Source: an optimization exercise on an open RTL-to-GDS flow (aim: small area, a short achievable clock period and few clock cycles). Production flows keep margins and buffers that such runs may drop.
In this exercise RTL edits were held to simulation tests only and were not proved equivalent to the original.
Power is estimated from default activity; no workload was simulated.

## P
Design window_mac5_acc, start of the top module:
module window_mac5_acc #(
  parameter int WORD_WIDTH = window_mac5_acc_pkg::DEF_WORD_WIDTH,
  parameter int FRAC_BITS  = window_mac5_acc_pkg::DEF_FRAC_BITS,
  parameter int CNT_WIDTH  = 8
) (
  input  logic                  clk,
  input  logic                  rst,
  input  logic                  w_load,
  input  logic [2:0]            w_idx,
  input  logic [WORD_WIDTH-1:0] w_data,
  input  logic                  start,
  input  logic [CNT_WIDTH-1:0]  acc_len,
  input  logic                  in_valid,
  input  logic [WORD_WIDTH-1:0] data_in_0,
  input  logic [WORD_WIDTH-1:0] data_in_1,
  input  logic [WORD_WIDTH-1:0] data_in_2,
  input  logic [WORD_WIDTH-1:0] data_in_3,
  input  logic [WORD_WIDTH-1:0] data_in_4,
  output logic                  busy,
  output logic                  out_valid,
  output logic [WORD_WIDTH-1:0] out_data
);
Size: roughly 2,400 cells after synthesis, about 130 I/O pins.
export LEC_CHECK = 0
export CAP_MARGIN = 20
export CORE_MARGIN = 2
export CORE_UTILIZATION = 40
export CTS_CLUSTER_DIAMETER = 100
export CTS_CLUSTER_SIZE = 22
export SETUP_SLACK_MARGIN = 4.6
export SLEW_MARGIN = 20
create_clock -name core_clock -period 7.5 [get_ports {clk}]
standard.sh (not shown) runs the stock make flow with config.mk's settings and CLKGATE_MAP_FILE= SYNTH_SCRIPT=/design/flow/synth_recipe.tcl, a recipe that flattens the netlist after the stock synthesis.
==> flow/flow/run.sh <==
#!/bin/bash
set -euo pipefail
export BUFFER_PORTS_ARGS="-buffer_cell sky130_fd_sc_hd__buf_2"
bash standard.sh finish > standard.log 2>&1
P: no failed stages, no open violations at the end
Testbench counts of P, summed over its fixed seeds: cycles 17,141.
Input-level comparison between Q and P:
Settings: SETUP_SLACK_MARGIN changed from 4.6 to 4.4.
--- outcome ---
NOTE power P->Q decreased slightly. From P to Q the numbers moved as follows: proportion of layout cells with a drive suffix above 1 went down, number of design-rule violations left by the first detailed-router iteration went up, worst setup skew after layout went down, diode insertion count for antenna repair went down, wire length per cell after detailed routing did not really move. The final reports for Q and P show utilization after layout lower in the former. | worst hold margin | Q vs P | worse |. In the tables for P and Q, setup slack reads higher with P. [compare] base=P new=Q: synthesis-to-layout area growth fell by 1.3 points, via count roughly the same.
Here is what was changed in the inputs of R compared with Q.
Settings: SETUP_SLACK_MARGIN now 5.0, was 4.4.
[summary]
All of R and Q finish clean. Re placement row count: no difference whatsoever between R and Q. In the reports for R and Q, the smaller synthesis-to-finish area growth belongs to Q. Cells: R has more instances than Q. R vs Q, flip-flop and latch share of the layout cell area went down by 2.9 points. The share of the clock period used by the worst path after layout number comes out lower for R vs Q. Relative to Q, R improves worst-case register-to-register setup slack.
> inputs changed (R -> S)
Settings: CTS_CLUSTER_SIZE: 22 -> unset; SETUP_SLACK_MARGIN: 5.0 -> 4.6; CTS_CLUSTER_DIAMETER: 100 -> unset.
==> comparison <==
Across both runs, core utilization was lower for S than for R.
Worst hold slack across all endpoints across S and R: no real change.
Between R and S, the flow reports total power increasing by more than 10%.
S vs. R: met2 routed wirelength shrank by 2.2 mm; non-clock buffer count has decreased; highest clock rate did not really move.
S ended up with sky130_fd_sc_hd__dfxtp_2 as its critical path's slowest cell; R ended up with sky130_fd_sc_hd__nor4_4.
Share of total power in the clock network up 13 points in S wrt R
The least setup slack across all paths after layout on S is in line with that on R.
R has higher switching share of power than S.


Setup of v19:
window_mac5_acc again, from the RTL that the note above started with.
Design window_mac5_acc, start of the top module:
module window_mac5_acc #(
  parameter int WORD_WIDTH = window_mac5_acc_pkg::DEF_WORD_WIDTH,
  parameter int FRAC_BITS  = window_mac5_acc_pkg::DEF_FRAC_BITS,
  parameter int CNT_WIDTH  = 8
) (
  input  logic                  clk,
  input  logic                  rst,
  input  logic                  w_load,
  input  logic [2:0]            w_idx,
  input  logic [WORD_WIDTH-1:0] w_data,
  input  logic                  start,
  input  logic [CNT_WIDTH-1:0]  acc_len,
  input  logic                  in_valid,
  input  logic [WORD_WIDTH-1:0] data_in_0,
  input  logic [WORD_WIDTH-1:0] data_in_1,
  input  logic [WORD_WIDTH-1:0] data_in_2,
  input  logic [WORD_WIDTH-1:0] data_in_3,
  input  logic [WORD_WIDTH-1:0] data_in_4,
  output logic                  busy,
  output logic                  out_valid,
  output logic [WORD_WIDTH-1:0] out_data
);
  localparam int XW = WORD_WIDTH + 3;             
  ...
Settings: LEC_CHECK=0, CAP_MARGIN=5, CORE_MARGIN=2, CORE_UTILIZATION=40, CTS_CLUSTER_DIAMETER=100, CTS_CLUSTER_SIZE=22, SETUP_SLACK_MARGIN=4.8, SLEW_MARGIN=5; clock period 7.5 ns.
Scripts as last shown in full above: flow/flow/run.sh
Testbench counts of v19, summed over its fixed seeds: cycles 17,141.
The inputs of v5 differ from those of v19 as listed below.
- SLEW_MARGIN now 20, was 5
- CAP_MARGIN now 20, was 5
Results
Re wire length on met3: no difference whatsoever between v19 and v5.
Status: total power after layout parity (v19, v5)
v5 against v19: initial core utilization stayed essentially flat, net count of the mapped netlist did not really move.
v19 -> v5: area of the mapped netlist delta 0, exact match
Via count of v5 is on par with v19.
v5 ran to completion and came out clean on the timing, DRC and antenna checks.
Changes observed in v5 relative to v19: count of input and output buffers comparable, number of sequential cells comparable.

re-timing with driven ports:
No port has a modelled driver above. Below, the same layouts with a new extraction and two added sets of constraints. Step 1 (the two cells are an assumption about what drives the block):
set clk [get_ports {clk}]
set_driving_cell -lib_cell sky130_fd_sc_hd__clkbuf_16 $clk
set_driving_cell -lib_cell sky130_fd_sc_hd__buf_2 [delete_from_list [all_inputs] $clk]
Step 2 moves the port delays by t, midway between the first and last clock arrival at a register: inputs arrive t later, outputs are due t later. That takes back most of the time a late clock gives input paths. Slacks: ideal / step 1 / step 2; pairs: ideal / step 1.
| run | shift t [ns] | setup WS [ns] | worst register clock-pin slew, ns | pins driven straight from the clock port |
|---|---|---|---|---|
| P | 0.641 | 4.529 / 4.529 / 4.071 | 0.10 / 0.10 | 1 |
| Q | 0.623 | 4.462 / 4.462 / 3.973 | 0.10 / 0.10 | 1 |
| R | 0.625 | 4.576 / 4.576 / 4.254 | 0.10 / 0.10 | 1 |
| S | 0.651 | 4.578 / 4.578 / 4.041 | 0.06 / 0.06 | 1 |
| v19 | 0.624 | 4.628 / 4.628 / 4.207 | 0.10 / 0.10 | 1 |
| v5 | 0.624 | 4.628 / 4.628 / 4.207 | 0.10 / 0.10 | 1 |
After both steps setup and hold are still met in every run listed. The setup slack of S, which loses most, moves by 0.000 ns with the drivers and by -0.537 ns with both steps.
